This design comes from an exercise in tuning for a short achievable clock period and few clock cycles on the open sky130 flow, not from production work.
Where RTL was checked, it was by simulation tests only, not by an equivalence proof against the original.
Power and IR drop assume default switching activity.

// v33_exec_core
module v33_exec_core #(
    parameter int IQ_DEPTH = 8
) (
    input  logic                       clk,
    input  logic                       reset,
    input  logic [v33_pkg::BYTE_W-1:0] code_byte,
    input  logic                       code_valid,
    output logic                       code_req,
    output logic                       io_write,
    output logic [v33_pkg::WORD_W-1:0] io_addr,
    output logic [v33_pkg::WORD_W-1:0] io_data
);
For scale: about 940 flip-flops, roughly 0.034 mm^2 of cells after synthesis.
Settings: LEC_CHECK=0, ABC_CLOCK_PERIOD_IN_PS=1500, CAP_MARGIN=20, CORE_MARGIN=2, CORE_UTILIZATION=65, SETUP_SLACK_MARGIN=2.45, SLEW_MARGIN=20, TNS_END_PERCENT=100; clock period 4.4 ns.
standard.sh (not shown) runs the stock make flow with config.mk's settings and CLKGATE_MAP_FILE= SYNTH_SCRIPT=/design/flow/synth_recipe.tcl, a recipe that flattens the netlist after the stock synthesis.
==> flow/flow/run.sh <==
#!/bin/bash
# Layout flow: the standard flow, with the port buffers made from
# sky130_fd_sc_hd__buf_4 instead of the resizer's default choice, which it
# does not resize afterwards.
set -e
export BUFFER_PORTS_ARGS="-buffer_cell sky130_fd_sc_hd__buf_4"
bash standard.sh > standard.log 2>&1
The baseline passed the timing, design-rule and antenna checks.
Testbench counts at the start, summed over its fixed seeds: cycles 44,855.
Edit:
--- a/flow/design.v
+++ b/flow/design.v
@@ -53,23 +53,23 @@
         logic        cvtwl;
         logic        psw;
         logic [15:0] imm;
     } rd_t;
     localparam int RW = 98;
 endpackage
 `default_nettype wire
 `timescale 1ns/1ps
 `default_nettype none
 import v33_pkg::*;
 module prefetch_queue #(
-    parameter int IQ_DEPTH = 8
+    parameter int IQ_DEPTH = 9
 ) (
     input  logic                       clk,
     input  logic                       reset,
     input  logic [v33_pkg::BYTE_W-1:0] code_byte,
     input  logic                       code_valid,
     output logic                       code_req,
     output logic [v33_pkg::HW-1:0]     head,
     output logic                       head_valid,
     input  logic                       pop
 );
     logic       in_v;
@@ -108,23 +108,23 @@
         endcase
     endfunction
     always_ff @(posedge clk) begin
         in_b <= code_byte;
         in_l1 <= ilen(code_byte) == 2'd1;
         in_l2 <= ilen(code_byte) == 2'd2;
         if (reset) begin
             in_v <= 1'b0;
             code_req <= 1'b1;
         end else begin
             in_v <= code_valid && code_req;
-            code_req <= !cnt_next[IQ_DEPTH-4];
+            code_req <= !cnt[IQ_DEPTH-5];
         end
     end
     assign complete = (st[0] && in_l1) || (st[1] && s_l2) || st[2];
     always_ff @(posedge clk) begin
         if (reset) begin
             st <= 3'b001;
             i_v <= 1'b0;
         end else begin
             if (in_v) begin
                 st <= complete ? 3'b001 : {st[1:0], 1'b0};
             end
@@ -632,24 +632,24 @@
             a_hi_r = a_hi_r | ({8{a_hi_sel0[j]}} & hi[j]);
             b_hi_r = b_hi_r | ({8{b_hi_sel0[j]}} & hi[j]);
         end
     end
     assign b_hi_s = (b_hi_r | bh0 | cvt0) ^ {8{sub0 && wide0}};
     always_ff @(posedge clk) begin
         if (reset) begin
             io_write <= 1'b0;
         end else begin
             io_write <= out0;
         end
-        io_addr <= {16{out0}} & {b_hi_r, bs0};  
-        io_data <= {16{out0}} & {a_hi_r, a0};
+        io_addr <= {b_hi_r, bs0};  
+        io_data <= {a_hi_r, a0};
     end
     always_ff @(posedge clk) begin
         if (reset) begin
             m1 <= '0;
             ex1_w2 <= '0;
             alu1 <= 1'b0;
             flag1 <= 1'b0;
         end else begin
             m1 <= pg_w1;
             ex1_w2 <= pg_w2;
             alu1 <= alu0;
@@ -745,23 +745,23 @@
             f_lazy <= 1'b1;
         end else if (flag2) begin
             f_cy <= flag_op2[1] ? flag_op2[0] : !f_cy;
         end
     end
 endmodule
 `default_nettype wire
 `timescale 1ns/1ps
 `default_nettype none
 import v33_pkg::*;
 module v33_exec_core #(
-    parameter int IQ_DEPTH = 8
+    parameter int IQ_DEPTH = 9
 ) (
     input  logic                       clk,
     input  logic                       reset,
     input  logic [v33_pkg::BYTE_W-1:0] code_byte,
     input  logic                       code_valid,
     output logic                       code_req,
     output logic                       io_write,
     output logic [v33_pkg::WORD_W-1:0] io_addr,
     output logic [v33_pkg::WORD_W-1:0] io_data
 );
     logic [HW-1:0] head;
The new run produced a clean layout.
First-iteration DRC count goes up by 14%.
Wire length goes up by 7.0%.
Setup slack got worse by 0.094 ns.
Sequential power goes up by 3.7%.
Final cell count goes up by 1.2%.
Die area goes up by 2.9%.
Area after synthesis goes up by 2.9%.
Function not checked in the second run of this note: the RTL went through the layout flow alone.

static timing again, ports no longer ideal:
How much do the figures lean on ideal ports? The routed layouts below were timed once more, with nothing changed but the port constraints.
Step 1, drivers: a clkbuf_16 drives clk and a buf_2 each remaining input, both assumed.
Step 2 times the ports against the registers' clock, not the clock port: input delays grow and output delays shrink by t, the midpoint of the rising clock arrivals with the driver on.
Three values: ideal, step 1, step 2; two values: the first two.
| run | t (ns) | setup WS [ns] | worst hold slack (ns) | worst register clock-pin slew, ns | cell pins on the clock port's net |
|---|---|---|---|---|---|
| the first run | 0.700 | 2.406 / 2.345 / 1.952 | 0.320 / 0.309 / 0.320 | 0.06 / 0.06 | 1 |
| the second run | 0.712 | 2.313 / 2.313 / 1.911 | 0.327 / 0.314 / 0.327 | 0.07 / 0.07 | 1 |
After both steps setup and hold are still met in every run listed. For the first run, which loses most, drivers alone change the setup slack by -0.061 ns; drivers and shift together by -0.454 ns.
